From an optimization exercise on the open Yosys and OpenROAD flow, aimed at small area; shortcuts taken in it are not production practice.
The RTL was checked by simulation tests, not by an equivalence proof against the original design.

**config.mk**
```make
export PLATFORM = sky130hd
export DESIGN_NAME = prbs_link_top
export DESIGN_NICKNAME = prbs_link_top
export VERILOG_FILES = /design/flow/design.v
export SDC_FILE = /design/flow/constraint.sdc
export NUM_CORES = 4
export LEC_CHECK = 0
export CAP_MARGIN = 10
export CORE_MARGIN = 2
export CORE_UTILIZATION = 60
export GPL_TIMING_DRIVEN = 0
export SLEW_MARGIN = 10
export SYNTH_HIERARCHICAL = 1
```
**constraint.sdc**
```tcl
create_clock -name core_clock -period 12.0 [get_ports {clk_i}]
set_input_delay 2.4000 -clock core_clock [delete_from_list [all_inputs] [get_ports {clk_i}]]
set_output_delay 2.4000 -clock core_clock [all_outputs]
set_load 0.01 [all_outputs]
```
**design.v**
```verilog
package prbs_link_pkg;
   localparam int PRBS_ORDER = 7;
   localparam int PRBS_TAP = 6;
   localparam logic [PRBS_ORDER-1:0] PRBS_SEED = '1;
   localparam int DEF_WORD_W = 64;
   localparam int DEF_NUM_LANES = 8;
   localparam int DEF_LOCK_WORDS = 4;
   localparam int WERR_W = 7;
   localparam int TOT_W = 24;
   localparam int INIT_W = 8;
   typedef struct packed {
      logic              aligned;
      logic [WERR_W-1:0] word_errors;
      logic [TOT_W-1:0]  total_errors;
   } lane_status_t;
   function automatic int sel_w(input int lanes);
      sel_w = (lanes > 1) ? $clog2(lanes) : 1;
   endfunction
endpackage
`timescale 1ns/1ps
import prbs_link_pkg::*;
module prbs7_gen #(
   parameter int WORD_W = prbs_link_pkg::DEF_WORD_W
) (
   input  logic              clk_i,
   input  logic              rst_i,
   input  logic              vld_i,
   output logic [WORD_W-1:0] word_o
);
   localparam logic [PRBS_ORDER-1:0] PRE_SEED = 7'b0101010;
   logic [PRBS_ORDER-1:0]        hist_q;
   logic [PRBS_ORDER-1:0]        hist_d;
   logic [WORD_W+PRBS_ORDER-1:0] strm;
   assign strm[PRBS_ORDER-1:0] = hist_q;
   for (genvar n = PRBS_ORDER; n < WORD_W + PRBS_ORDER; n++)
   begin : g_strm
      prbs_xor2 u_x (
         .a (strm[n-PRBS_ORDER]),
         .b (strm[n-PRBS_TAP]),
         .y (strm[n])
      );
   end
   assign word_o = strm[WORD_W+PRBS_ORDER-1:PRBS_ORDER];
   assign hist_d = rst_i ? '0 : (vld_i ? strm[WORD_W+PRBS_ORDER-1 -: PRBS_ORDER] : PRE_SEED);
   always_ff @(posedge clk_i)
   begin
      hist_q <= hist_d;
   end
endmodule
`timescale 1ns/1ps
import prbs_link_pkg::*;
module prbs_fa (
   input  logic a,
   input  logic b,
   input  logic c,
   output logic s,
   output logic co
);
   assign s  = a ^ b ^ c;
   assign co = (a & b) | (a & c) | (b & c);
endmodule
module prbs_ha (
   input  logic a,
   input  logic b,
   output logic s,
   output logic co
);
   assign s  = a ^ b;
   assign co = a & b;
endmodule
module prbs_xor2 (
   input  logic a,
   input  logic b,
   output logic y
);
   assign y = a ^ b;
endmodule
module prbs_nand7 (
   input  logic [6:0] a_i,
   output logic       y_o
);
   assign y_o = ~&a_i;
endmodule
module prbs_xnor2 (
   input  logic a,
   input  logic b,
   output logic y
);
   assign y = ~(a ^ b);
endmodule
module prbs_nor2 (
   input  logic a,
   input  logic b,
   output logic y
);
   assign y = ~(a | b);
endmodule
module prbs_sel8 (
   input  logic [7:0] d_i,
   input  logic [7:0] oh_i,
   output logic       y_o
);
   assign y_o = |(d_i & oh_i);
endmodule
module lane_checker #(
   parameter int WORD_W = prbs_link_pkg::DEF_WORD_W
) (
   input  logic                           clk_i,
   input  logic                           rst_i,
   input  logic                           vld_i,
   input  logic                           go_i,
   input  logic [WORD_W-1:0]              rx_word_i,
   output logic                           aligned_o,
   output logic                           word_err_o,
   output logic [prbs_link_pkg::TOT_W-1:0] total_errors_o
);
   logic [PRBS_ORDER-1:0] prev_q;
   logic [WORD_W+PRBS_ORDER-1:0] hist;
   logic [WORD_W-1:0]     err_n;
   logic [5:0]            cnt_n;
   logic                  lock_n;
   logic                  raw_nz;
   typedef enum logic [2:0] {
      ST_R0 = 3'b000,
      ST_R1 = 3'b001,
      ST_R2 = 3'b011,
      ST_R3 = 3'b010,
      ST_R4 = 3'b110,
      ST_L4 = 3'b111,
      ST_L0 = 3'b101
   } lock_st_t;
   lock_st_t              st_q;
   lock_st_t              st_d;
   logic                  lock;
   logic                  lock_prev;
   logic [TOT_W-1:0]      tot_q;
   logic [TOT_W-1:0]      tot_d;
   logic [5:0]            add_lo;
   logic                  add_ci;
   logic [TOT_W:0]        carry;
   logic [TOT_W-1:0]      sum;
   assign hist = {rx_word_i, prev_q};
   for (genvar n = 0; n < WORD_W - 1; n++)
   begin : g_err
      assign err_n[n] = ~(hist[PRBS_ORDER+n] ^ hist[n] ^ hist[n+1]);
   end
   logic exp_last;
   prbs_xor2 u_exp_last (
      .a (hist[WORD_W-1]),
      .b (hist[WORD_W]),
      .y (exp_last)
   );
   prbs_xnor2 u_err_last (
      .a (hist[PRBS_ORDER+WORD_W-1]),
      .b (exp_last),
      .y (err_n[WORD_W-1])
   );
   logic s0, c0;
   prbs_fa u_fa0 (.a(err_n[0]), .b(err_n[1]), .c(err_n[2]), .s(s0), .co(c0));
   logic s1, c1;
   prbs_fa u_fa1 (.a(err_n[3]), .b(err_n[4]), .c(err_n[5]), .s(s1), .co(c1));
   logic s2, c2;
   prbs_fa u_fa2 (.a(err_n[6]), .b(err_n[7]), .c(err_n[8]), .s(s2), .co(c2));
   logic s3, c3;
   prbs_fa u_fa3 (.a(err_n[9]), .b(err_n[10]), .c(err_n[11]), .s(s3), .co(c3));
   logic s4, c4;
   prbs_fa u_fa4 (.a(err_n[12]), .b(err_n[13]), .c(err_n[14]), .s(s4), .co(c4));
   logic s5, c5;
   prbs_fa u_fa5 (.a(err_n[15]), .b(err_n[16]), .c(err_n[17]), .s(s5), .co(c5));
   logic s6, c6;
   prbs_fa u_fa6 (.a(err_n[18]), .b(err_n[19]), .c(err_n[20]), .s(s6), .co(c6));
   logic s7, c7;
   prbs_fa u_fa7 (.a(err_n[21]), .b(err_n[22]), .c(err_n[23]), .s(s7), .co(c7));
   logic s8, c8;
   prbs_fa u_fa8 (.a(err_n[24]), .b(err_n[25]), .c(err_n[26]), .s(s8), .co(c8));
   logic s9, c9;
   prbs_fa u_fa9 (.a(err_n[27]), .b(err_n[28]), .c(err_n[29]), .s(s9), .co(c9));
   logic s10, c10;
   prbs_fa u_fa10 (.a(err_n[30]), .b(err_n[31]), .c(err_n[32]), .s(s10), .co(c10));
   logic s11, c11;
   prbs_fa u_fa11 (.a(err_n[33]), .b(err_n[34]), .c(err_n[35]), .s(s11), .co(c11));
   logic s12, c12;
   prbs_fa u_fa12 (.a(err_n[36]), .b(err_n[37]), .c(err_n[38]), .s(s12), .co(c12));
   logic s13, c13;
   prbs_fa u_fa13 (.a(err_n[39]), .b(err_n[40]), .c(err_n[41]), .s(s13), .co(c13));
   logic s14, c14;
   prbs_fa u_fa14 (.a(err_n[42]), .b(err_n[43]), .c(err_n[44]), .s(s14), .co(c14));
   logic s15, c15;
   prbs_fa u_fa15 (.a(err_n[45]), .b(err_n[46]), .c(err_n[47]), .s(s15), .co(c15));
   logic s16, c16;
   prbs_fa u_fa16 (.a(err_n[48]), .b(err_n[49]), .c(err_n[50]), .s(s16), .co(c16));
   logic s17, c17;
   prbs_fa u_fa17 (.a(err_n[51]), .b(err_n[52]), .c(err_n[53]), .s(s17), .co(c17));
   logic s18, c18;
   prbs_fa u_fa18 (.a(err_n[54]), .b(err_n[55]), .c(err_n[56]), .s(s18), .co(c18));
   logic s19, c19;
   prbs_fa u_fa19 (.a(err_n[57]), .b(err_n[58]), .c(err_n[59]), .s(s19), .co(c19));
   logic s20, c20;
   prbs_fa u_fa20 (.a(err_n[60]), .b(err_n[61]), .c(err_n[62]), .s(s20), .co(c20));
   logic s21, c21;
   prbs_fa u_fa21 (.a(s0), .b(s1), .c(s2), .s(s21), .co(c21));
   logic s22, c22;
   prbs_fa u_fa22 (.a(s3), .b(s4), .c(s5), .s(s22), .co(c22));
   logic s23, c23;
   prbs_fa u_fa23 (.a(s6), .b(s7), .c(s8), .s(s23), .co(c23));
   logic s24, c24;
   prbs_fa u_fa24 (.a(s9), .b(s10), .c(s11), .s(s24), .co(c24));
   logic s25, c25;
   prbs_fa u_fa25 (.a(s12), .b(s13), .c(s14), .s(s25), .co(c25));
   logic s26, c26;
   prbs_fa u_fa26 (.a(s15), .b(s16), .c(s17), .s(s26), .co(c26));
   logic s27, c27;
   prbs_fa u_fa27 (.a(s18), .b(s19), .c(s20), .s(s27), .co(c27));
   logic s28, c28;
   prbs_fa u_fa28 (.a(s21), .b(s22), .c(s23), .s(s28), .co(c28));
   logic s29, c29;
   prbs_fa u_fa29 (.a(s24), .b(s25), .c(s26), .s(s29), .co(c29));
   logic s30, c30;
   prbs_fa u_fa30 (.a(s27), .b(s28), .c(s29), .s(s30), .co(c30));
   logic s31, c31;
   prbs_fa u_fa31 (.a(c0), .b(c1), .c(c2), .s(s31), .co(c31));
   logic s32, c32;
   prbs_fa u_fa32 (.a(c3), .b(c4), .c(c5), .s(s32), .co(c32));
   logic s33, c33;
   prbs_fa u_fa33 (.a(c6), .b(c7), .c(c8), .s(s33), .co(c33));
   logic s34, c34;
   prbs_fa u_fa34 (.a(c9), .b(c10), .c(c11), .s(s34), .co(c34));
   logic s35, c35;
   prbs_fa u_fa35 (.a(c12), .b(c13), .c(c14), .s(s35), .co(c35));
   logic s36, c36;
   prbs_fa u_fa36 (.a(c15), .b(c16), .c(c17), .s(s36), .co(c36));
   logic s37, c37;
   prbs_fa u_fa37 (.a(c18), .b(c19), .c(c20), .s(s37), .co(c37));
   logic s38, c38;
   prbs_fa u_fa38 (.a(c21), .b(c22), .c(c23), .s(s38), .co(c38));
   logic s39, c39;
   prbs_fa u_fa39 (.a(c24), .b(c25), .c(c26), .s(s39), .co(c39));
   logic s40, c40;
   prbs_fa u_fa40 (.a(c27), .b(s31), .c(s32), .s(s40), .co(c40));
   logic s41, c41;
   prbs_fa u_fa41 (.a(s33), .b(s34), .c(s35), .s(s41), .co(c41));
   logic s42, c42;
   prbs_fa u_fa42 (.a(s36), .b(s37), .c(c28), .s(s42), .co(c42));
   logic s43, c43;
   prbs_fa u_fa43 (.a(c29), .b(s38), .c(s39), .s(s43), .co(c43));
   logic s44, c44;
   prbs_fa u_fa44 (.a(s40), .b(s41), .c(c30), .s(s44), .co(c44));
   logic s45, c45;
   prbs_fa u_fa45 (.a(s42), .b(s43), .c(s44), .s(s45), .co(c45));
   logic s46, c46;
   prbs_fa u_fa46 (.a(c31), .b(c32), .c(c33), .s(s46), .co(c46));
   logic s47, c47;
   prbs_fa u_fa47 (.a(c34), .b(c35), .c(c36), .s(s47), .co(c47));
   logic s48, c48;
   prbs_fa u_fa48 (.a(c37), .b(c38), .c(c39), .s(s48), .co(c48));
   logic s49, c49;
   prbs_fa u_fa49 (.a(c40), .b(c41), .c(s46), .s(s49), .co(c49));
   logic s50, c50;
   prbs_fa u_fa50 (.a(s47), .b(c42), .c(c43), .s(s50), .co(c50));
   logic s51, c51;
   prbs_fa u_fa51 (.a(s48), .b(s49), .c(c44), .s(s51), .co(c51));
   logic s52, c52;
   prbs_fa u_fa52 (.a(s50), .b(c45), .c(s51), .s(s52), .co(c52));
   logic s53, c53;
   prbs_fa u_fa53 (.a(c46), .b(c47), .c(c48), .s(s53), .co(c53));
   logic s54, c54;
   prbs_fa u_fa54 (.a(c49), .b(c50), .c(s53), .s(s54), .co(c54));
   logic s55, c55;
   prbs_fa u_fa55 (.a(c51), .b(s54), .c(c52), .s(s55), .co(c55));
   logic s56, c56;
   prbs_fa u_fa56 (.a(c53), .b(c54), .c(c55), .s(s56), .co(c56));
   assign cnt_n[0] = s30;
   assign cnt_n[1] = s45;
   assign cnt_n[2] = s52;
   assign cnt_n[3] = s55;
   assign cnt_n[4] = s56;
   assign cnt_n[5] = c56;
   prbs_nand7 u_nz (
      .a_i ({err_n[WORD_W-1], cnt_n}),
      .y_o (raw_nz)
   );
   assign lock      = st_q[2] & st_q[1];
   assign lock_prev = st_q[2] & st_q[0];
   logic [2:0] st_n;
   assign st_n[2] = raw_nz ? lock : (st_q[1] & (~st_q[0] | st_q[2]));
   assign st_n[1] = ~raw_nz & (st_q[1] | (st_q[0] & ~st_q[2]));
   assign st_n[0] = raw_nz ? lock : (~st_q[1] | st_q[2]);
   assign st_d    = lock_st_t'(go_i ? st_n : 3'b000);
   assign lock_n = ~lock;
   for (genvar i = 0; i < 6; i++)
   begin : g_gate
      prbs_nor2 u_g (.a(cnt_n[i]), .b(lock_n), .y(add_lo[i]));
   end
   prbs_nor2 u_gci (.a(err_n[WORD_W-1]), .b(lock_n), .y(add_ci));
   assign carry[0] = add_ci;
   for (genvar i = 0; i < TOT_W; i++)
   begin : g_add
      logic sum_n;
      if (i < 6)
      begin : g_fa
         prbs_fa u_fa (.a(tot_q[i]), .b(add_lo[i]), .c(carry[i]), .s(sum[i]), .co(carry[i+1]));
      end
      else
      begin : g_ha
         prbs_ha u_ha (.a(tot_q[i]), .b(carry[i]), .s(sum[i]), .co(carry[i+1]));
      end
      prbs_nor2 u_sat (.a(sum[i]), .b(carry[TOT_W]), .y(sum_n));
      prbs_nor2 u_clr (.a(sum_n), .b(rst_i), .y(tot_d[i]));
   end
   always_ff @(posedge clk_i)
   begin
      prev_q <= rx_word_i[WORD_W-1 -: PRBS_ORDER];
      st_q   <= st_d;
      tot_q  <= tot_d;
   end
   assign aligned_o      = lock_prev;
   assign word_err_o     = raw_nz;
   assign total_errors_o = tot_q;
endmodule
`timescale 1ns/1ps
import prbs_link_pkg::*;
module error_readout #(
   parameter int NUM_LANES = prbs_link_pkg::DEF_NUM_LANES
) (
   input  logic                                       clk_i,
   input  logic                                       rst_i,
   input  logic                                       vld_i,
   input  logic [NUM_LANES-1:0]                       lane_aligned_i,
   input  logic [NUM_LANES-1:0]                       lane_err_i,
   input  logic [NUM_LANES-1:0][prbs_link_pkg::TOT_W-1:0] lane_total_i,
   input  logic [prbs_link_pkg::sel_w(NUM_LANES)-1:0] chan_sel_i,
   input  logic [prbs_link_pkg::INIT_W-1:0]           err_init_i,
   output logic [prbs_link_pkg::TOT_W-1:0]            status_o,
   output logic                                       err_flag_o,
   output logic [NUM_LANES-1:0]                       aligned_o
);
   logic [7:0]       sel_oh;
   logic [TOT_W-1:0] sel_total;
   logic [TOT_W:0]   carry;
   logic [TOT_W-1:0] sum;
   logic [TOT_W-1:0] sum_n;
   logic [TOT_W-1:0] status_d;
   assign aligned_o = lane_aligned_i;
   logic             err_any_q;
   for (genvar k = 0; k < 8; k++)
   begin : g_oh
      assign sel_oh[k] = (k < NUM_LANES) && (int'(chan_sel_i) == k);
   end
   for (genvar i = 0; i < TOT_W; i++)
   begin : g_sel
      logic [7:0] col;
      for (genvar k = 0; k < 8; k++)
      begin : g_col
         assign col[k] = (k < NUM_LANES) ? lane_total_i[k % NUM_LANES][i] : 1'b0;
      end
      prbs_sel8 u_sel (
         .d_i  (col),
         .oh_i (sel_oh),
         .y_o  (sel_total[i])
      );
   end
   assign carry[0] = 1'b0;
   for (genvar i = 0; i < TOT_W; i++)
   begin : g_add
      if (i == 0)
      begin : g_h0
         prbs_ha u_ha (.a(sel_total[i]), .b(err_init_i[i]), .s(sum[i]), .co(carry[i+1]));
      end
      else if (i < INIT_W)
      begin : g_fa
         prbs_fa u_fa (.a(sel_total[i]), .b(err_init_i[i]), .c(carry[i]), .s(sum[i]), .co(carry[i+1]));
      end
      else
      begin : g_ha
         prbs_ha u_ha (.a(sel_total[i]), .b(carry[i]), .s(sum[i]), .co(carry[i+1]));
      end
      prbs_nor2 u_sat (.a(sum[i]), .b(carry[TOT_W]), .y(sum_n[i]));
      prbs_nor2 u_clr (.a(sum_n[i]), .b(rst_i), .y(status_d[i]));
   end
   always_ff @(posedge clk_i)
   begin
      status_o <= status_d;
   end
   always_ff @(posedge clk_i)
   begin
      if (rst_i)
      begin
         err_flag_o <= 1'b0;
         err_any_q  <= 1'b0;
      end
      else
      begin
         err_flag_o <= err_any_q;
         err_any_q  <= vld_i & (|lane_err_i);
      end
   end
endmodule
`timescale 1ns/1ps
import prbs_link_pkg::*;
module prbs_link_top #(
   parameter int WORD_W     = prbs_link_pkg::DEF_WORD_W,
   parameter int NUM_LANES  = prbs_link_pkg::DEF_NUM_LANES,
   parameter int LOCK_WORDS = prbs_link_pkg::DEF_LOCK_WORDS
) (
   input  logic                                       clk_i,
   input  logic                                       rst_i,
   input  logic [NUM_LANES-1:0][WORD_W-1:0]           rx_words_i,
   input  logic [prbs_link_pkg::sel_w(NUM_LANES)-1:0] chan_sel_i,
   input  logic [prbs_link_pkg::INIT_W-1:0]           err_init_i,
   output logic [WORD_W-1:0]                          tx_word_o,
   output logic [prbs_link_pkg::TOT_W-1:0]            status_o,
   output logic                                       err_flag_o,
   output logic [NUM_LANES-1:0]                       aligned_o
);
   logic                              vld_q;
   logic                              go;
   logic [NUM_LANES-1:0]              lane_aligned;
   logic [NUM_LANES-1:0]              lane_err;
   logic [NUM_LANES-1:0][TOT_W-1:0]   lane_total;
   always_ff @(posedge clk_i)
   begin
      vld_q <= ~rst_i;
   end
   assign go = vld_q & ~rst_i;
   prbs7_gen #(
      .WORD_W (WORD_W)
   ) u_gen (
      .clk_i  (clk_i),
      .rst_i  (rst_i),
      .vld_i  (vld_q),
      .word_o (tx_word_o)
   );
   for (genvar k = 0; k < NUM_LANES; k++)
   begin : g_lane
      lane_checker #(
         .WORD_W (WORD_W)
      ) u_chk (
         .clk_i          (clk_i),
         .rst_i          (rst_i),
         .vld_i          (vld_q),
         .go_i           (go),
         .rx_word_i      (rx_words_i[k]),
         .aligned_o      (lane_aligned[k]),
         .word_err_o     (lane_err[k]),
         .total_errors_o (lane_total[k])
      );
   end
   error_readout #(
      .NUM_LANES (NUM_LANES)
   ) u_readout (
      .clk_i          (clk_i),
      .rst_i          (rst_i),
      .vld_i          (vld_q),
      .lane_aligned_i (lane_aligned),
      .lane_err_i     (lane_err),
      .lane_total_i   (lane_total),
      .chan_sel_i     (chan_sel_i),
      .err_init_i     (err_init_i),
      .status_o       (status_o),
      .err_flag_o     (err_flag_o),
      .aligned_o      (aligned_o)
   );
endmodule
```
**flow/run.sh**
```bash
#!/bin/bash
set -o pipefail
export BUFFER_PORTS_ARGS="-buffer_cell sky130_fd_sc_hd__buf_1"
export CTS_ARGS="-sink_clustering_enable -repair_clock_nets -dont_use_dummy_load -buf_list sky130_fd_sc_hd__clkbuf_4 -sink_clustering_size 10 -sink_clustering_max_diameter 40"
export REMOVE_ABC_BUFFERS=1
bash standard.sh REMOVE_ABC_BUFFERS=1 finish > standard.log 2>&1
```
**standard.sh**
```bash
#!/bin/bash
# synth_recipe.tcl (not shown) runs the flow's synth.tcl, then flattens the netlist and writes it again
# the make line also repeats each setting of config.mk as NAME=value (left out here)
make -C /OpenROAD-flow-scripts/flow DESIGN_CONFIG=/design/flow/config.mk WORK_HOME=/design/flow/orfs CLKGATE_MAP_FILE= SYNTH_SCRIPT=/design/flow/synth_recipe.tcl "${@:-finish}"
```
==> impl_metrics.toml, run 1 <==
[run_status]
status = "finished clean"

[place]
place_area_um2 = 34800
gp_congestion = 0.917
portBuffers = 621
hpwl_um = 70600

[synth]
syn_area_um2 = 31400
synthArstFlopShare_pct = 0
synth_warnings = 10
synth_edf_count = 0
synth.yosys.seq_area_share_pct = 19.5
netlist.area_leader.share_pct = 32.6
synth_most_common_cell = "xor2_1"
synth.top_cells.by_count = "xor2_1 (576), xnor2_1 (512), fa_1 (511)"
ys_seq_elements = 306
synth_top_cell_by_area = "fa_1"
synthFlopType = "dfxtp_1"
ys_types = 25
syn_avg_cell_area_um2 = 11.2
netlist_instances = 2797
netlist_top_cells_area = "fa_1 (33%), dfxtp_1 (20%), xor2_1 (16%), xnor2_1 (14%), ha_1 (6.4%)"

[clock_network]
clock_path_buffers = 3
insertion_delay_ns = 0.78
cts_num_sinks = 306
cts_buffers = 47
cts_root_buf = "clkbuf_4"
cts_max_level = 2
clk_pin_slew_ns = 0.06
cts_setup_buffers = 0
cts_tree = "done"

[grt]
grt_max_degree = 47
grt_use_total_pct = 29.8
grt_pass1_wl_um = 125000
grt-ovfl-total = 0
grt_pass1_vias = 24000
antenna_found_initial = 12

[timing]
post-route-period-util_pct = 97.1
rsz0062_at_grt = "false"
relSlewSlack_pct = 21.4
setup_tns_ns = 0
finalSetupViolations = 0
tightest_slew_ns = 1.18
finalHoldViolCount = 0
max_freq_mhz = 85.9
skew_ns = 0.118
post-route-min-period_ns = 11.65
slew_violations = 0
hold_ws_ns = 0.486

[hold_path]
holdPathStages = 1
hold_path_class = "flip-flop to flip-flop"

[floorplan]
die-area_um2 = 54200
die_h_um = 233
core_area_um2 = 51500
dieWidth_um = 233
std_cell_rows = 83
initial_core_util_pct = 61.0
io_pins = 622

[setup_path]
cpLargestDelayFamily = "adder cells"
r2r_slack_ns = 1.91
critPathBufInv = 1
rr_startpoint = "g_lane[7].u_chk.prev_q[6]$_DFF_P_"
end_kind = "flip-flop"
crit_path_max_fanout = 24
worst_path_most_repeated_cell = "ha_1"
cp_num_cells = 35
endpoint = "g_lane[7].u_chk.tot_q[6]$_DFF_P_"
critical_path_class = "input pin to flip-flop"
crit_start = "rx_words_i[462]"
r2r_cells = 34
r2r_end = "g_lane[7].u_chk.tot_q[6]$_DFF_P_"
cpMaxStageDelayCell = "fa_1"
arrival_ns = 12.21
cp_data_required_time_ns = 12.57
start_kind = "input pin"
max_stage_delay_ns = 0.60

[drt]
postRouteAntennaNets = 0
drt_pre_antenna_iters = 5
wl_per_cell_um = 19.2
vias_per_cell = 5.27
vias = 21900
wirelength_um = 79700
drt_iter0_drc = 796
drc = 0

[cells_and_area]
area_growth_pct = 11.9
final_area_um2 = 35100
nNetsFinal = 4670
final_layout_size_suffix_gt1_share_pct = 2.10

[flow_run]
drv_cap = 0
==> state kept, by name, indices dropped and copies added, names as in the netlist <==
signal and cells:
u_readout.status_o 24, g_lane.u_chk.tot_q 192, vld_q 1, g_lane.u_chk.st_q 24
g_lane.u_chk.prev_q 56, u_readout.err_any_q 1, u_readout.err_flag_o 1, u_gen.hist_q 7
==> worst reg2reg max path: cells and delay by family (launching register included) <==
family / cells / cell delay [ns]
fa+ha+maj: 29 / 8.84
simple gates: 3 / 0.36
xor+xnor: 2 / 0.39
flops: 1 / 0.38
==> logic make-up (layout without fill, tap and decap cells) <==
family | after synthesis | after routing | synth area share, %
AOI/OAI and AO/OA | 124 | 124 | 3.06
xor gates and xnor gates | 1088 | 1088 | 30.3
adders and majority gates | 672 | 672 | 39.0
buffers and inverters | 20 | 694 | 0.335
DFF | 306 | 306 | 19.5
other | 0 | 7 | 0
and+or+nand+nor | 587 | 587 | 7.78
==> what timing repair did <==
action | 4_1_cts | 5_1_grt
endpoints found under the setup margin | 0 | 2
hold buffers | 0 | 0
resized for setup | 0 | 1
==> per-module statistics from Yosys (local to each module, per instance), a selection <==
module         flops+latches  cells inside  copies in the design
prbs_sel8                  0             5                    24
prbs_link_top              1             3                     1
prbs_fa                    0             1                   511
prbs_nand7                 0             2                     8
prbs_ha                    0             1                   161
prbs_xnor2                 0             1                     8
prbs_xor2                  0             1                    72
prbs_nor2                  0             1                   488
==> area by class of cell <==
cell class	count	area, um2
Antenna cell	7	17.5
Clock buffer	47	353
Fill cell	4102	16400
Inverter	12	45.0
Multi-Input combinational cell	2471	25200
Sequential cell	306	6130
Tap cell	680	851
Timing Repair Buffer	635	2540
==> layout by cell type, fill, tap and decap left out, drive strengths merged <==
master	count
buf	635
xor2	576
xnor2	512
fa	511
nor2	497
dfxtp	306
ha	161
a22oi	96
clkbuf	47
nand4	32
o211a	16
inv	12
and2	12
nor2b	11
nand2	9
or2	8
a21boi	8
and4	8
diode	7
a21oi	4
nor3b	3
and3b	2
nor4	2
nor3	1
and3	1
nand2b	1
==> worst min path at each step <==
stage,from,end,slack [ns]
final,g_lane[0].u_chk.st_q[1]$_SDFF_PN0_,g_lane[0].u_chk.st_q[2]$_SDFF_PN0_,0.49
after floorplan,u_readout.err_any_q$_SDFF_PP0_,u_readout.err_flag_o$_SDFF_PP0_,0.41
after global placement,u_readout.err_any_q$_SDFF_PP0_,u_readout.err_flag_o$_SDFF_PP0_,0.44
after detailed placement,u_readout.err_any_q$_SDFF_PP0_,u_readout.err_flag_o$_SDFF_PP0_,0.45
after CTS,g_lane[5].u_chk.st_q[1]$_SDFF_PN0_,g_lane[5].u_chk.st_q[2]$_SDFF_PN0_,0.48
after global routing,g_lane[0].u_chk.st_q[1]$_SDFF_PN0_,g_lane[0].u_chk.st_q[2]$_SDFF_PN0_,0.50
==> routing by layer <==
metal,part of all wire (%),vias up,GRT usage [%]
met5,0.048,-,0
met4,2.4,6,8.10
met3,5.2,112,4.71
met2,53,576,55.2
met1,39,11000,35.8
li1,-,10300,-
==> through the flow <==
step                      std cells  utilization, %  setup WS (ns)
after floorplan                2789               -          0.814
after global placement         4090            67.0          -1.25
after detailed placement       4104            67.5         -0.404
after CTS                      4151            68.2          0.360
after global routing           4158            68.2         0.0134
final                          4158            68.2          0.354
==> inputs of run 2 (changes only) <==
--- a/design.v
+++ b/design.v
@@ -27,2 +27,3 @@
    input  logic              vld_i,
+   input  logic              go_i,
    output logic [WORD_W-1:0] word_o
@@ -43,3 +44,13 @@
    assign word_o = strm[WORD_W+PRBS_ORDER-1:PRBS_ORDER];
-   assign hist_d = rst_i ? '0 : (vld_i ? strm[WORD_W+PRBS_ORDER-1 -: PRBS_ORDER] : PRE_SEED);
+   for (genvar j = 0; j < PRBS_ORDER; j++)
+   begin : g_hist
+      if (PRE_SEED[j])
+      begin : g_one
+         assign hist_d[j] = ~rst_i & (strm[WORD_W+j] | ~vld_i);
+      end
+      else
+      begin : g_zero
+         assign hist_d[j] = go_i & strm[WORD_W+j];
+      end
+   end
    always_ff @(posedge clk_i)
@@ -97,2 +108,15 @@
 endmodule
+module prbs_aoi222 (
+   input  logic [2:0] a_i,
+   input  logic [2:0] b_i,
+   output logic       y_o
+);
+   assign y_o = ~|(a_i & b_i);
+endmodule
+module prbs_nand3 (
+   input  logic [2:0] a_i,
+   output logic       y_o
+);
+   assign y_o = ~&a_i;
+endmodule
 module prbs_sel8 (
@@ -102,3 +126,7 @@
 );
-   assign y_o = |(d_i & oh_i);
+   logic [2:0] part_n;
+   prbs_aoi222 u_a0 (.a_i(d_i[2:0]), .b_i(oh_i[2:0]), .y_o(part_n[0]));
+   prbs_aoi222 u_a1 (.a_i(d_i[5:3]), .b_i(oh_i[5:3]), .y_o(part_n[1]));
+   prbs_aoi222 u_a2 (.a_i({d_i[7], d_i[7:6]}), .b_i({oh_i[7], oh_i[7:6]}), .y_o(part_n[2]));
+   prbs_nand3  u_or (.a_i(part_n), .y_o(y_o));
 endmodule
@@ -430,2 +458,3 @@
       .vld_i  (vld_q),
+      .go_i   (go),
       .word_o (tx_word_o)
==> run 2 against run 1 <==
Net effect: register-to-register slack improved by 0.18 ns; cell count fell by 0.79%; critical endpoint is now g_lane[0].u_chk.tot_q[21]$_DFF_P_; non-clock buffer count fell by 5; cell area fell by 0.38%; critical path depth did not move; global-route usage fell by 1.2 points.
==> impl_metrics.toml, run 2 <==
[run_status]
status = "finished clean"

[synth]
netlist_top_cells_area = "fa_1 (33%), dfxtp_1 (20%), xor2_1 (16%), xnor2_1 (14%), ha_1 (6.4%)"
synth_edf_count = 0
synth_top_cell_by_area = "fa_1"
netlist_instances = 2772
netlist.area_leader.share_pct = 32.6
synth.top_cells.by_count = "xor2_1 (576), xnor2_1 (512), fa_1 (511)"
synthArstFlopShare_pct = 0
ys_types = 25
synth_warnings = 10
syn_area_um2 = 31400
synth_most_common_cell = "xor2_1"
synthFlopType = "dfxtp_1"
ys_seq_elements = 306
synth.yosys.seq_area_share_pct = 19.5
syn_avg_cell_area_um2 = 11.3

[clock_network]
cts_tree = "done"
clk_pin_slew_ns = 0.10
cts_num_sinks = 306
cts_root_buf = "clkbuf_4"
cts_max_level = 2
insertion_delay_ns = 0.76
cts_hold_buf = 0
cts_resized = 0
clock_path_buffers = 3
cts_setup_buffers = 0
cts_buffers = 47

[setup_path]
cpLargestDelayFamily = "adder cells"
cpMaxStageDelayCell = "fa_1"
start_kind = "input pin"
r2r_slack_ns = 2.09
r2r_end = "g_lane[0].u_chk.tot_q[21]$_DFF_P_"
cp_data_required_time_ns = 12.57
max_stage_delay_ns = 0.56
r2r_cells = 34
arrival_ns = 12.03
crit_path_max_fanout = 24
end_kind = "flip-flop"
rr_startpoint = "g_lane[0].u_chk.prev_q[2]$_DFF_P_"
critical_path_class = "input pin to flip-flop"
critPathBufInv = 1
worst_path_most_repeated_cell = "ha_1"

[cells_and_area]
area_growth_pct = 11.6
regArea_um2 = 6130
largest-register = "g_lane.u_chk.tot_q"
nNetsFinal = 4640
multi_input_area_um2 = 25200
n_fill_cell = 4209
final_cell_mix = "buf_1 (620), xor2_1 (576), xnor2_1 (512)"
reg_top3 = "g_lane.u_chk.tot_q (192), g_lane.u_chk.prev_q (56)"
final_layout_size_suffix_gt1_share_pct = 1.92
layout_commonest_cell = "buf_1"
largest_reg_flops = 192

[timing]
slew_violations = 0
hold_ws_ns = 0.438
relSlewSlack_pct = 35.7
tightest_slew_ns = 0.965
post-route-period-util_pct = 95.5
rsz0062_at_grt = "false"
finalSetupViolations = 0
skew_ns = 0.0752
post-route-min-period_ns = 11.46
max_freq_mhz = 87.3
setup_tns_ns = 0
finalHoldViolCount = 0

[floorplan]
dieWidth_um = 233
core_area_um2 = 51500
die-area_um2 = 54100
io_pins = 622
die_h_um = 233
std_cell_rows = 83
initial_core_util_pct = 60.9

[flow_run]
drv_cap = 0

[drt]
drc = 0
highest_layer = "met5"
vias = 21700
wl_per_cell_um = 18.4
wirelength_um = 75700
postRouteAntennaNets = 0
drt_iter0_drc = 1308
drt_pre_antenna_iters = 9
met3_length_um = 3990
route.met2.wl_um = 38900
wl_met1_um = 31000
vias_per_cell = 5.26

[hold_path]
hp-start = "g_lane[5].u_chk.st_q[1]$_SDFF_PN0_"
holdPathStages = 1
min_to = "g_lane[5].u_chk.st_q[2]$_SDFF_PN0_"
hold_path_class = "flip-flop to flip-flop"

[grt]
grt-ovfl-total = 0
grt_use_total_pct = 28.6
grt_max_degree = 49
antenna_found_initial = 7
grt_pass1_vias = 23300
grt_pass1_wl_um = 121000

[place]
portBuffers = 621
gp_congestion = 0.943
hpwl_um = 67900
-- run 2: worst max-delay path by stage --
| stage | startpoint | to | cells after the start |
|---|---|---|---|
| after CTS | rx_words_i[32] | g_lane[0].u_chk.tot_q[21]$_DFF_P_ | 35 |
| final | rx_words_i[1] | g_lane[0].u_chk.tot_q[21]$_DFF_P_ | 35 |
| after global placement | rst_i | u_gen.hist_q[0]$_DFF_P_ | 3 |
| after global routing | rx_words_i[142] | g_lane[2].u_chk.tot_q[3]$_DFF_P_ | 35 |
| after floorplan | rx_words_i[65] | g_lane[1].u_chk.tot_q[0]$_DFF_P_ | 34 |
| after detailed placement | rx_words_i[32] | g_lane[0].u_chk.tot_q[21]$_DFF_P_ | 35 |
-- run 2: cell families (layout without fill, tap and decap cells) --
kind of cell,Yosys count,after routing,synth area share [%]
DFF,306,306,19.5
buffers and inverters,20,689,0.335
xor gates and xnor gates,1088,1088,30.4
and+or+nand+nor,586,586,7.65
AOI/OAI and AO/OA,100,100,3.06
other,0,4,0
adders and majority gates,672,672,39.0
-- run 2: cell type report --
cell class	instances	area share, %
Clock buffer	47	1.01
Inverter	12	0.129
Timing Repair Buffer	630	7.02
Multi-Input combinational cell	2446	71.9
Sequential cell	306	17.5
Tap cell	680	2.43
Antenna cell	4	0.0286
-- run 2: metal layers --
layer / up-vias / track usage, %
met3: 120 / 4.67
met4: 6 / 7.44
met1: 10700 / 36.1
met2: 617 / 50.9
li1: 10300 / -
met5: - / 0
-- run 2: metrics by stage --
stage	cells	worst slack [ns]	utilization (%)	area [um2]
4_1_cts	4121	0.564	67.9	35000
3_3_place_gp	4065	-2.35	67.0	34500
3_5_place_dp	4074	-0.240	67.3	34600
2_1_floorplan	2764	0.814	-	31300
6_report	4125	0.540	68.0	35000
5_1_grt	4124	0.142	68.0	35000
-- run 2: per-module statistics from Yosys, one instance, submodules excluded, a selection --
| module | times used | flops+latches |
|---|---|---|
| prbs_xor2 | 72 | 0 |
| prbs_fa | 511 | 0 |
| prbs_nand7 | 8 | 0 |
| prbs_nor2 | 488 | 0 |
| prbs_nand3 | 24 | 0 |
| prbs_ha | 161 | 0 |
-- run 2: worst register-to-register path: cells and delay by family, from the launching register on --
family / cells / cell delay, ns
fa+ha+maj: 29 / 8.68
simple gates: 3 / 0.36
flops: 1 / 0.36
xor+xnor: 2 / 0.36
==> inputs of run 3 (changes only) <==
==> flow/run.sh (replaced) <==
#!/bin/bash
set -o pipefail
export BUFFER_PORTS_ARGS="-buffer_cell sky130_fd_sc_hd__buf_1"
export CTS_ARGS="-sink_clustering_enable -repair_clock_nets -dont_use_dummy_load -buf_list sky130_fd_sc_hd__clkbuf_2 -sink_clustering_size 6 -sink_clustering_max_diameter 30"
export REMOVE_ABC_BUFFERS=1
bash standard.sh REMOVE_ABC_BUFFERS=1 finish > standard.log 2>&1
==> run 3 against run 2 <==
Net effect: still clean; core utilization is 0.078 points higher; worst hold slack worse by 0.13 ns; via count is 0.60% higher; worst setup slack better by 0.13 ns; cell area is 0.11% higher; clock-buffer cell count is 32 higher; critical path type unchanged.
==> impl_metrics.toml, run 3 <==
[place]
dp_slack_ns = -0.240
gp_congestion = 0.943
place_area_um2 = 34600
hpwl_um = 67900
portBuffers = 621

[grt]
grt_max_degree = 49
antenna_found_initial = 6
grt_use_total_pct = 28.7
grt_pass1_wl_um = 122000
grt-ovfl-total = 0
grt_pass1_vias = 23600

[timing]
relSlewSlack_pct = 34.1
finalHoldViolCount = 0
post-route-min-period_ns = 11.33
max_freq_mhz = 88.3
tightest_slew_ns = 0.989
setup_ws_ns = 0.674
rsz0062_at_grt = "false"
slew_violations = 0
skew_ns = 0.159
post-route-period-util_pct = 94.4
finalSetupViolations = 0

[drt]
drt_pre_antenna_iters = 14
drt_iter0_drc = 1204
wl_per_cell_um = 18.4
vias_per_cell = 5.25
vias = 21800
postRouteAntennaNets = 0
drc = 0
wirelength_um = 76400

[clock_network]
cts_tree = "done"
clk_pin_slew_ns = 0.11
cts_max_level = 3
cts_hold_buf = 0
insertion_delay_ns = 0.99
cts_buffers = 79
cts_num_sinks = 306
cts_resized = 0
cts_setup_buffers = 0
cts_root_buf = "clkbuf_2"
clock_path_buffers = 3

[synth]
netlist_instances = 2772
synth.yosys.seq_area_share_pct = 19.5
synth_warnings = 10
ys_seq_elements = 306
syn_area_um2 = 31400
synth.top_cells.by_count = "xor2_1 (576), xnor2_1 (512), fa_1 (511)"
synth_edf_count = 0
syn_avg_cell_area_um2 = 11.3
netlist_top_cells_area = "fa_1 (33%), dfxtp_1 (20%), xor2_1 (16%), xnor2_1 (14%), ha_1 (6.4%)"
synthArstFlopShare_pct = 0
ys_types = 25
synth_top_cell_by_area = "fa_1"
netlist.area_leader.share_pct = 32.6
synth_most_common_cell = "xor2_1"
synthFlopType = "dfxtp_1"

[hold_path]
hold_path_class = "flip-flop to flip-flop"

[cells_and_area]
final_cell_mix = "buf_1 (620), xor2_1 (576), xnor2_1 (512)"
final_layout_size_suffix_gt1_share_pct = 2.82
largest-register = "g_lane.u_chk.tot_q"
reg_top3 = "g_lane.u_chk.tot_q (192), g_lane.u_chk.prev_q (56)"
nNetsFinal = 4672
layout_commonest_cell = "buf_1"
largest_reg_flops = 192
final_area_um2 = 35000
area_growth_pct = 11.7
n_fill_cell = 4243

[setup_path]
end_kind = "flip-flop"
arrival_ns = 12.07
max_stage_delay_ns = 0.56
cpMaxStageDelayCell = "fa_1"
start_kind = "input pin"
worst_path_most_repeated_cell = "ha_1"
critical_path_class = "input pin to flip-flop"
crit_path_max_fanout = 24
cp_data_required_time_ns = 12.74

[floorplan]
core_area_um2 = 51500
dieWidth_um = 233
std_cell_rows = 83
io_pins = 622
die_h_um = 233
die-area_um2 = 54100
initial_core_util_pct = 60.9

[flow_run]
drv_cap = 0

[run_status]
status = "finished clean"
run 3: worst paths after layout:
| check | startpoint | to | slack [ns] | cells past startpoint |
|---|---|---|---|---|
| setup / recovery | rx_words_i[1] | g_lane[0].u_chk.tot_q[12]$_DFF_P_ | 0.67 | 35 |
| hold / removal | g_lane[4].u_chk.st_q[1]$_SDFF_PN0_ | g_lane[4].u_chk.st_q[2]$_SDFF_PN0_ | 0.31 | 1 |
| hold reg to reg | g_lane[4].u_chk.st_q[1]$_SDFF_PN0_ | g_lane[4].u_chk.st_q[2]$_SDFF_PN0_ | 0.31 | 1 |
| setup reg to reg | g_lane[0].u_chk.prev_q[2]$_DFF_P_ | g_lane[0].u_chk.tot_q[12]$_DFF_P_ | 2.07 | 34 |
run 3: worst max-delay path: cells and delay by family:
kind | cells | cell delay, ns
xor+xnor | 2 | 0.38
buf+inv | 1 | 0.22
fa+ha+maj | 29 | 8.69
simple gates | 3 | 0.35
run 3: layout make-up:
type	count	area (um2)	area share (%)
multi-input combinational	2446	25200	71.8
inverter	12	45.0	0.129
tap	680	851	2.43
timing repair buffer	630	2460	7.01
clock buffer	79	395	1.13
sequential	306	6130	17.5
antenna	3	7.51	0.0214
run 3: stage by stage:
stage / hold WS (ns) / instances / TNS, ns / util [%]
after floorplan: 0.414 / 2764 / 0 / -
after global placement: 0.443 / 4065 / -112.68 / 67.0
after detailed placement: 0.453 / 4074 / -21.71 / 67.3
after CTS: 0.308 / 4153 / 0 / 68.0
after global routing: 0.305 / 4155 / 0 / 68.0
final: 0.306 / 4156 / 0 / 68.0
run 3: logic make-up (layout without fill, tap and decap cells):
logic type                 Yosys count  in the layout  synth area share (%)
and+or+nand+nor                    586            586                  7.65
buffers and inverters               20            721                 0.335
xor gates and xnor gates          1088           1088                  30.4
other                                0              3                     0
AOI/OAI and AO/OA                  100            100                  3.06
adders and majority gates          672            672                  39.0
DFF                                306            306                  19.5
run 3: metal layers:
layer | track usage, % | vias to the layer above | routed length [um]
met3 | 4.85 | 136 | 3940
li1 | - | 10300 | -
met2 | 51.0 | 608 | 39000
met4 | 8.70 | 6 | 2000
met5 | 0 | - | 34
met1 | 35.9 | 10800 | 31300
run 3: Yosys stat by module, one instance, submodules excluded, excerpt:
module / cells / copies in the design / flip-flops and latches
prbs_link_top: 3 / 1 / 1
prbs_fa: 1 / 511 / 0
prbs_nand7: 2 / 8 / 0
prbs_ha: 1 / 161 / 0
prbs_aoi222: 1 / 72 / 0
prbs_xnor2: 1 / 8 / 0
prbs_xor2: 1 / 72 / 0
prbs_nand3: 1 / 24 / 0
prbs_nor2: 1 / 488 / 0

-- what the ideal ports hide --
The results above use ideal ports. As a check the final layouts listed here were re-extracted and re-timed, cells and wires unchanged.
Step 1 assumes that a clkbuf_16 drives the clock port and a buf_2 every other input.
Step 2 times the ports against the registers' clock, not the clock port: input delays grow and output delays shrink by t, the midpoint of the rising clock arrivals with the driver on.
a / b / c = no drivers / after step 1 / after step 2; a / b = the first two.
run | t, ns | setup slack, ns | worst register clock-pin slew, ns
run 1 | 0.770 | 0.354 / 0.341 / -0.429 | 0.11 / 0.11
run 2 | 0.773 | 0.540 / 0.565 / -0.208 | 0.10 / 0.10
run 3 | 0.955 | 0.674 / 0.696 / -0.259 | 0.12 / 0.12
Met with ideal ports but missed after step 2: setup timing in every run listed. For run 3, which loses most, drivers alone change the setup slack by +0.022 ns; drivers and shift together by -0.933 ns.
